From an optimization exercise on the open Yosys and OpenROAD flow, aimed at small area and few clock cycles per item; shortcuts taken in it are not production practice.
Function was checked by simulation only, so behaviour that the tests miss may differ from the original.

### flow/design.v
`timescale 1ns/1ns
`default_nettype none
package reshapeCmdPkg;
    typedef enum logic [1:0] {
        OpNop       = 2'b00,
        OpDrain     = 2'b01,
        OpStoreOnly = 2'b10,
        OpConcat    = 2'b11
    } reshapeOp;
    typedef enum logic [1:0] {
        SeqIdle  = 2'd0,
        SeqRun   = 2'd1,
        SeqFlush = 2'd2
    } seqState;
endpackage
`default_nettype wire
`timescale 1ns/1ns
`default_nettype none
package reshapeDataPkg;
    typedef logic signed [7:0] elemT;
    typedef logic signed [31:0] scaleT;
    typedef logic signed [31:0] zeroPointT;
    typedef enum logic {
        SrcFirst  = 1'b0,
        SrcSecond = 1'b1
    } concatSrc;
endpackage
`default_nettype wire
`timescale 1ns/1ns
`default_nettype none
module reshapeInstrLatch
(
    input  logic                       clk,
    input  logic                       arstN,
    input  logic                       start,
    input  logic                       busy,
    input  logic [31:0]                reg4,
    input  logic [31:0]                reg5,
    input  logic [31:0]                reg6,
    input  logic [31:0]                reg7,
    input  logic [31:0]                reg8,
    input  logic [31:0]                reg9,
    output logic [1:0]                   op,
    output logic [11-1:0]  rowNumIn,
    output logic [11-1:0]  rowNumOut,
    output logic [10-1:0]   channelInNum,
    output logic [10-1:0]   channelRamNum,
    output reshapeDataPkg::scaleT                      scale1,
    output reshapeDataPkg::scaleT                      scale2,
    output reshapeDataPkg::zeroPointT                  zeroPoint1,
    output reshapeDataPkg::zeroPointT                  zeroPoint2
);
    logic [191:0] instr;
    always_ff @(posedge clk or negedge arstN) begin
        if (!arstN) begin
            instr <= '0;
        end else if (start && !busy) begin
            instr <= {reg9, reg8, reg7, reg6, reg5, reg4};
        end
    end
    assign channelInNum  = instr[31:22];
    assign op            = instr[1:0];
    assign rowNumIn      = instr[63:53];
    assign channelRamNum = instr[52:43];
    assign rowNumOut     = instr[42:32];
    assign scale1        = instr[95:64];
    assign scale2        = instr[127:96];
    assign zeroPoint1    = instr[159:128];
    assign zeroPoint2    = instr[191:160];
endmodule
`default_nettype wire
`timescale 1ns/1ns
`default_nettype none
module concatSequencer
(
    input  logic                       clk,
    input  logic                       arstN,
    input  logic                       launch,
    input  logic [1:0]                   op,
    input  logic [11-1:0]  rowNumIn,
    input  logic [11-1:0]  rowNumOut,
    input  logic [10-1:0]   channelInNum,
    input  logic [10-1:0]   channelRamNum,
    input  logic                       inValid,
    input  logic                       outCredit,
    output logic                       inCredit,
    output logic                       inPop,
    output logic                       pipeValid,
    output reshapeDataPkg::concatSrc                   pipeSrc,
    output logic                       busy,
    output logic                       done
);
    reshapeCmdPkg::seqState                     state;
    logic [11-1:0]   rowIdx;
    logic [10:0]      chIdx;
    logic [10:0]      chTotal;
    logic [3-1:0]  outCred;
    logic [3-1:0]  parkCount;
    logic                        flushCnt;
    logic                        emptyJob;
    logic                        emitElem;
    logic                        pop;
    logic                        lastCh;
    logic                        lastRow;
    assign chTotal  = {1'b0, channelInNum} + {1'b0, channelRamNum};
    assign emptyJob = (op == reshapeCmdPkg::OpNop) || (op == reshapeCmdPkg::OpStoreOnly)
                      || (rowNumIn == '0) || (chTotal == '0);
    assign emitElem = (op == reshapeCmdPkg::OpConcat) && (rowIdx < rowNumOut);
    assign pop = (state == reshapeCmdPkg::SeqRun) && !emptyJob && (parkCount != '0)
                 && (!emitElem || (outCred != '0));
    assign inPop     = pop;
    assign pipeValid = pop && emitElem;
    assign pipeSrc   = (chIdx < {1'b0, channelInNum}) ? reshapeDataPkg::SrcFirst : reshapeDataPkg::SrcSecond;
    assign lastCh    = (chIdx == chTotal - 1'b1);
    assign lastRow   = (rowIdx == rowNumIn - 1'b1);
    assign busy      = (state != reshapeCmdPkg::SeqIdle);
    always_ff @(posedge clk or negedge arstN) begin
        if (!arstN) begin
            outCred <= 3'(4);
        end else if (pipeValid && !outCredit) begin
            outCred <= outCred - 1'b1;
        end else if (!pipeValid && outCredit) begin
            outCred <= outCred + 1'b1;
        end
    end
    always_ff @(posedge clk or negedge arstN) begin
        if (!arstN) begin
            parkCount <= '0;
        end else if (inValid && !pop) begin
            parkCount <= parkCount + 1'b1;
        end else if (!inValid && pop) begin
            parkCount <= parkCount - 1'b1;
        end
    end
    always_ff @(posedge clk or negedge arstN) begin
        if (!arstN) begin
            inCredit <= 1'b0;
        end else begin
            inCredit <= pop;
        end
    end
    always_ff @(posedge clk or negedge arstN) begin
        if (!arstN) begin
            state    <= reshapeCmdPkg::SeqIdle;
            rowIdx   <= '0;
            chIdx    <= '0;
            flushCnt <= 1'b0;
            done     <= 1'b0;
        end else begin
            done <= 1'b0;
            case (state)
                reshapeCmdPkg::SeqIdle: begin
                    if (launch) begin
                        state    <= reshapeCmdPkg::SeqRun;
                        rowIdx   <= '0;
                        chIdx    <= '0;
                        flushCnt <= 1'b0;
                    end
                end
                reshapeCmdPkg::SeqRun: begin
                    if (emptyJob) begin
                        state <= reshapeCmdPkg::SeqIdle;
                        done  <= 1'b1;
                    end else if (pop) begin
                        if (lastCh) begin
                            chIdx  <= '0;
                            rowIdx <= rowIdx + 1'b1;
                            if (lastRow) begin
                                state <= reshapeCmdPkg::SeqFlush;
                            end
                        end else begin
                            chIdx <= chIdx + 1'b1;
                        end
                    end
                end
                reshapeCmdPkg::SeqFlush: begin
                    if (flushCnt) begin
                        state <= reshapeCmdPkg::SeqIdle;
                        done  <= 1'b1;
                    end
                    flushCnt <= ~flushCnt;
                end
                default: begin
                    state <= reshapeCmdPkg::SeqIdle;
                end
            endcase
        end
    end
endmodule
`default_nettype wire
`timescale 1ns/1ns
`default_nettype none
module concatRequant
(
    input  logic       clk,
    input  logic       arstN,
    input  logic       inValid,
    input  logic       inPop,
    input  logic       pipeValid,
    input  reshapeDataPkg::concatSrc   pipeSrc,
    input  reshapeDataPkg::elemT       inData,
    input  reshapeDataPkg::scaleT      scale1,
    input  reshapeDataPkg::scaleT      scale2,
    input  reshapeDataPkg::zeroPointT  zeroPoint1,
    input  reshapeDataPkg::zeroPointT  zeroPoint2,
    output logic       outValid,
    output reshapeDataPkg::elemT       outData
);
    localparam int Depth   = 4;
    localparam int PtrW    = $clog2(Depth);
    localparam int FracW   = 16;
    reshapeDataPkg::elemT                parkMem [Depth];
    logic [PtrW-1:0]     wrPtr;
    logic [PtrW-1:0]     rdPtr;
    logic signed [15:0]  selZp;
    reshapeDataPkg::scaleT               selScale;
    logic signed [16:0]  diffNext;
    logic                s1Valid;
    logic signed [16:0]  s1Diff;
    reshapeDataPkg::scaleT               s1Scale;
    logic signed [49:0]  prod;
    logic signed [49:0]  shifted;
    always_ff @(posedge clk) begin
        if (inValid) begin
            parkMem[wrPtr] <= inData;
        end
    end
    always_ff @(posedge clk or negedge arstN) begin
        if (!arstN) begin
            wrPtr <= '0;
            rdPtr <= '0;
        end else begin
            if (inValid) begin
                wrPtr <= (wrPtr == PtrW'(Depth - 1)) ? '0 : wrPtr + 1'b1;
            end
            if (inPop) begin
                rdPtr <= (rdPtr == PtrW'(Depth - 1)) ? '0 : rdPtr + 1'b1;
            end
        end
    end
    assign selZp    = (pipeSrc == reshapeDataPkg::SrcFirst) ? zeroPoint1[15:0] : zeroPoint2[15:0];
    assign selScale = (pipeSrc == reshapeDataPkg::SrcFirst) ? scale1 : scale2;
    assign diffNext = 17'(parkMem[rdPtr]) - 17'(selZp);
    always_ff @(posedge clk) begin
        s1Diff  <= diffNext;
        s1Scale <= selScale;
    end
    assign prod    = 50'(s1Diff) * 50'(s1Scale) + 50'(32768);
    assign shifted = prod >>> FracW;
    always_ff @(posedge clk) begin
        if (shifted > 50'sd127) begin
            outData <= 8'sd127;
        end else if (shifted < -50'sd128) begin
            outData <= -8'sd128;
        end else begin
            outData <= shifted[7:0];
        end
    end
    always_ff @(posedge clk or negedge arstN) begin
        if (!arstN) begin
            s1Valid  <= 1'b0;
            outValid <= 1'b0;
        end else begin
            s1Valid  <= pipeValid;
            outValid <= s1Valid;
        end
    end
endmodule
`default_nettype wire
`timescale 1ns/1ns
`default_nettype none
module reshapeConcatTop
(
    input  logic         clk,
    input  logic         arstN,
    input  logic         start,
    input  logic [31:0]  reg4,
    input  logic [31:0]  reg5,
    input  logic [31:0]  reg6,
    input  logic [31:0]  reg7,
    input  logic [31:0]  reg8,
    input  logic [31:0]  reg9,
    input  logic         inValid,
    input  logic signed [7:0]         inData,
    input  logic         outCredit,
    output logic         inCredit,
    output logic         outValid,
    output logic signed [7:0]         outData,
    output logic         busy,
    output logic         done
);
    logic [1:0]                    op;
    logic [11-1:0]   rowNumIn;
    logic [11-1:0]   rowNumOut;
    logic [10-1:0]    channelInNum;
    logic [10-1:0]    channelRamNum;
    reshapeDataPkg::scaleT                       scale1;
    reshapeDataPkg::scaleT                       scale2;
    reshapeDataPkg::zeroPointT                   zeroPoint1;
    reshapeDataPkg::zeroPointT                   zeroPoint2;
    logic                        launch;
    logic                        inPop;
    logic                        pipeValid;
    reshapeDataPkg::concatSrc                    pipeSrc;
    assign launch = start && !busy;
    reshapeInstrLatch u_instrLatch (
        .clk           (clk),
        .arstN         (arstN),
        .start         (start),
        .busy          (busy),
        .reg4          (reg4),
        .reg5          (reg5),
        .reg6          (reg6),
        .reg7          (reg7),
        .reg8          (reg8),
        .reg9          (reg9),
        .op            (op),
        .rowNumIn      (rowNumIn),
        .rowNumOut     (rowNumOut),
        .channelInNum  (channelInNum),
        .channelRamNum (channelRamNum),
        .scale1        (scale1),
        .scale2        (scale2),
        .zeroPoint1    (zeroPoint1),
        .zeroPoint2    (zeroPoint2)
    );
    concatSequencer u_sequencer (
        .clk           (clk),
        .arstN         (arstN),
        .launch        (launch),
        .op            (op),
        .rowNumIn      (rowNumIn),
        .rowNumOut     (rowNumOut),
        .channelInNum  (channelInNum),
        .channelRamNum (channelRamNum),
        .inValid       (inValid),
        .outCredit     (outCredit),
        .inCredit      (inCredit),
        .inPop         (inPop),
        .pipeValid     (pipeValid),
        .pipeSrc       (pipeSrc),
        .busy          (busy),
        .done          (done)
    );
    concatRequant u_requant (
        .clk        (clk),
        .arstN      (arstN),
        .inValid    (inValid),
        .inPop      (inPop),
        .pipeValid  (pipeValid),
        .pipeSrc    (pipeSrc),
        .inData     (inData),
        .scale1     (scale1),
        .scale2     (scale2),
        .zeroPoint1 (zeroPoint1),
        .zeroPoint2 (zeroPoint2),
        .outValid   (outValid),
        .outData    (outData)
    );
endmodule
`default_nettype wire
### flow/run.sh
#!/bin/bash
# synth_recipe.tcl (not shown) runs the flow's synth.tcl, then flattens the netlist and writes it again
# the make line also repeats each setting of config.mk as NAME=value (left out here)
make -C /OpenROAD-flow-scripts/flow DESIGN_CONFIG=/design/flow/config.mk WORK_HOME=/design/flow/orfs CLKGATE_MAP_FILE= SYNTH_SCRIPT=/design/flow/synth_recipe.tcl finish
### flow/config.mk
export PLATFORM = sky130hd
export DESIGN_NAME = reshapeConcatTop
export DESIGN_NICKNAME = reshapeConcatTop
export VERILOG_FILES = /design/flow/design.v
export SDC_FILE = /design/flow/constraint.sdc
export NUM_CORES = 4
export LEC_CHECK = 0
export CAP_MARGIN = 20
export CORE_MARGIN = 2
export CORE_UTILIZATION = 40
export SLEW_MARGIN = 20
### flow/constraint.sdc
create_clock -name core_clock -period 9.0 [get_ports {clk}]
set_input_delay 1.8000 -clock core_clock [delete_from_list [all_inputs] [get_ports {clk}]]
set_output_delay 1.8000 -clock core_clock [all_outputs]
set_load 0.01 [all_outputs]
==> summary.md <==
| Metric | Value |
|---|---|
| Status | timing/DRC/antenna clean |
| # rows | 103 |
| Worst hold slack | between 0.3 and 0.4 ns |
| Final period util | 0.899 |
| Syn_area_per_cell | ~9.8 um2 |
| Clk pin slew, worst setup/hold paths | 0.07 ns |
| Number of global-route vias before repair | 23800 |
| Slowest-stage cell, CP | inv_1 |
| Setup TNS | 0 ns |
| Fmax | 0.124 GHz |
| Final cell count without fillers | 4419 |
| Crit path max-delay family | adder cells |
| Post-DR wirelength/cell | approximately 18 um |
| Sequential area share after synthesis | 0.207 |
| Initial antenna violation count | 3 |
| Share of layout cells above drive strength 1 | 0.0864 |
| DPL Wire Length | 61.0 mm |
| Most common cell after layout, fill and taps aside | inv_1 |
| Post-Synth Simple-Gate Area | 0.133 |
| Worst setup EP type | flop |
| Launching point of the worst reg2reg path | u_requant.s1Diff[16]$_DFF_P_ |
| R2r setup slk | 0.91 ns |
| Synth Area in XOR/XNOR | 0.0240 |
| Grt total ovfl | 0 |
| Max Slew Vio Count | 0 |
| RR Endpoint | u_requant.outData[2]$_SDFF_PN1_ |
| FFs w/ async S/R, synth | 0.668 |
| Fin. Hold Viols | 0 |
| Seq cells post-synth | between 200 and 300 |
| Clock buffer depth | 3 |
| Area of the core | 78900 um2 |
| EDFF count, synth | 32 |
| GP Congestion | between 0.8 and 0.9 |
| Startpoint type of the worst setup path | flop |
| Ys Warns | 3 |
| Cts hold-fix bufs | 0 |
| Final WS setup | 0.908 ns |
| Most frequent CP cell | fa_1 |
| First-pass GRT wire length | 129 mm |
| Levels on crit path | 26 |
| Initial Util | 0.404 |
| FILL cells | 7600 |
| Slew margin rel. | 0.268 |
| Slowest cell delay on critical path | 0.61 ns |
| Pre-antenna DRT Iters | 5 |
| Hold_sp | u_requant.s1Valid$_DFF_PN0_ |
| Clk_skew | approximately 0.02 ns |
| CTS tree | done |
| Clock sinks | 268 |
| Top_reg_cell synth | dfrtp_1 |
| Worst Setup SP | u_requant.s1Diff[16]$_DFF_P_ |
| Top-area cell type share of the netlist area | 0.333 |
| Synthesized netlist cell count | 3262 |
| Placed cells | 4361 |
| Clock H-tree levels | 1 |
| Synthesized area | 31900 um2 |
| # DRC | 0 |
| Largest net degree at the start of global routing | 118 |
| Clk latency of the worst-skew pair | between 0.6 and 0.7 ns |
| CTS buffer count | 31 |
| R2R depth | 26 |
| Slew @ Worst Pin | about 1.1 ns |
| Commonest cells after routing, fill and taps aside | inv_1, fa_1, nand2_1 |
| Crit Path Max Fanout | 15 |
| Pre-CTS setup slack | 0.815 ns |
| Adder-cell area share of the yosys netlist | 0.399 |
| DR vias | roughly 22000 |
| Min-Delay Path Class | flop to flop |
| Min cycle time layout | approximately 8.1 ns |
| Total track usage | 0.197 |
| Starting DRC count in detailed routing | approximately 1200 |
| Setup crit end | u_requant.outData[2]$_SDFF_PN1_ |
| Final-report setup violation count | 0 |
| Setup Crit Path Kind | flop to flop |
| Largest family of logic cells by synthesized area | adder cells |
| CTS root buf | clkbuf_16 |
| RSZ-0062 raised after global routing | false |
| WP data required | 9.45 ns |
| DR vias/cell | 5.03 |
| Inserted Diodes | 0 |
| Die Ht | 286 um |
| Post-Route WL | 78.3 mm |
| Setup repair bufs after CTS | 0 |
| Worst path bufs/invs | 7 |
| Synth top area cells | fa_1, dfrtp_1, inv_1 |
| MaxCap Viol Count | 0 |
| Port Buf Inserts | 164 |
| Boundary Pins | 217 |
| Area growth syn-to-layout | 11.6% |
| Routed Antenna Nets | 0 |
| Unique masters post-synth | 76 |
| Final nets | 4248 |
| Post-CTS sizing | 0 |
| Multiplexer share of the synthesized area | 0.0755 |
| Crit path arrival time | 8.54 ns |
| Leading area contributor after synthesis | fa_1 |
| Die width | 286 um |
| Synth Area in Compound Gates | 0.0673 |
| Die ar. | 81900 um2 |
| Synthesized net count | 4166 |
[per-layer routing]
| metal | GRT usage | routed length [um] | up-vias |
|---|---|---|---|
| met4 | 0.0374 | 1490 | 6 |
| met1 | 0.276 | 36000 | 11300 |
| met2 | 0.327 | 36700 | 511 |
| li1 | - | - | 10300 |
| met5 | 0 | 46 | - |
| met3 | 0.0296 | 4040 | 95 |
[final cells by class]
| type | instances | area [um2] | share of cell area |
|---|---|---|---|
| repair buffers | 193 | 1860 | 0.0524 |
| well taps | 1050 | 1310 | 0.0370 |
| multi-input cells | 2198 | 22300 | 0.628 |
| clock inverters | 13 | 104 | 0.00292 |
| flip-flops and latches | 268 | 6590 | 0.185 |
| inverters | 652 | 2450 | 0.0688 |
| clock buffers | 45 | 921 | 0.0259 |
[synth_stat cells, types with 35 or more instances]
master	instances
nor2_1	95
dfrtp_1	178
a21oi_1	87
mux2_2	179
dfxtp_1	57
xnor2_1	47
inv_1	651
fa_1	530
and2_1	209
o21ai_0	72
xor2_1	35
clkbuf_1	130
nand2_1	403
ha_1	169
[through the flow]
stage,cell area [um2],util
after floorplan,31900,-
after global placement,34500,0.438
after detailed placement,34500,0.438
after CTS,35500,0.451
after global routing,35500,0.451
final,35500,0.451
[cell families after synthesis]
group                    count (synthesis)
AND/OR/NAND/NOR                        877
buffers and inverters                  796
XOR/XNOR                                84
flip-flops                             268
AO/OA/AOI/OAI                          330
multiplexers                           208
adder cells (fa/ha/maj)                699
[flip-flops by register name (all words and copies together), names as in the netlist, 2 cells and up]
signal and cells:
u_requant.s1Diff 17, u_requant.wrPtr 2, u_sequencer.chIdx 11, u_sequencer.parkCount 3, u_sequencer.rowIdx 11, u_instrLatch.instr 140
u_requant.rdPtr 2, u_requant.s1Scale 32, u_sequencer.state 2, u_sequencer.outCred 3, u_requant.outData 8, u_requant.parkMem 32
[worst min-delay path by stage]
stage                                   endpoint  slack (ns)  cells after the start
floorplan           u_requant.outValid$_DFF_PN0_        0.33                      0
global placement    u_requant.outValid$_DFF_PN0_        0.33                      0
detailed placement  u_requant.outValid$_DFF_PN0_        0.36                      0
CTS                 u_requant.outValid$_DFF_PN0_        0.37                      0
global route        u_requant.outValid$_DFF_PN0_        0.37                      0
finish              u_requant.outValid$_DFF_PN0_        0.37                      0
Testbench counts, summed over its fixed seeds: cycles 44,049, items 34,023.

==> what the ideal ports hide <==
The flow's constraints put no driver on any port. The routed layout listed below was extracted and timed again, unchanged, in two steps.
Step 1: set_driving_cell puts a clkbuf_16 on clk and a buf_2 on each other input, an assumption about the parent block.
Step 2 also shifts input and output timing later by t, the mid clock arrival at the registers, as if the neighbouring blocks saw the same clock.
Three values: no drivers, after step 1, after step 2; two values: the first two.
t (ns): 0.652
setup WS [ns]: 0.908 / 0.908 / 0.908
worst register clock-pin slew, ns: 0.08 / 0.08
worst data-port slew with drivers (ns): 0.10
pins driven straight from the clock port: 1
After both steps setup and hold are still met in this run. For this run, drivers alone change the setup slack by 0.000 ns; drivers and shift together by 0.000 ns.
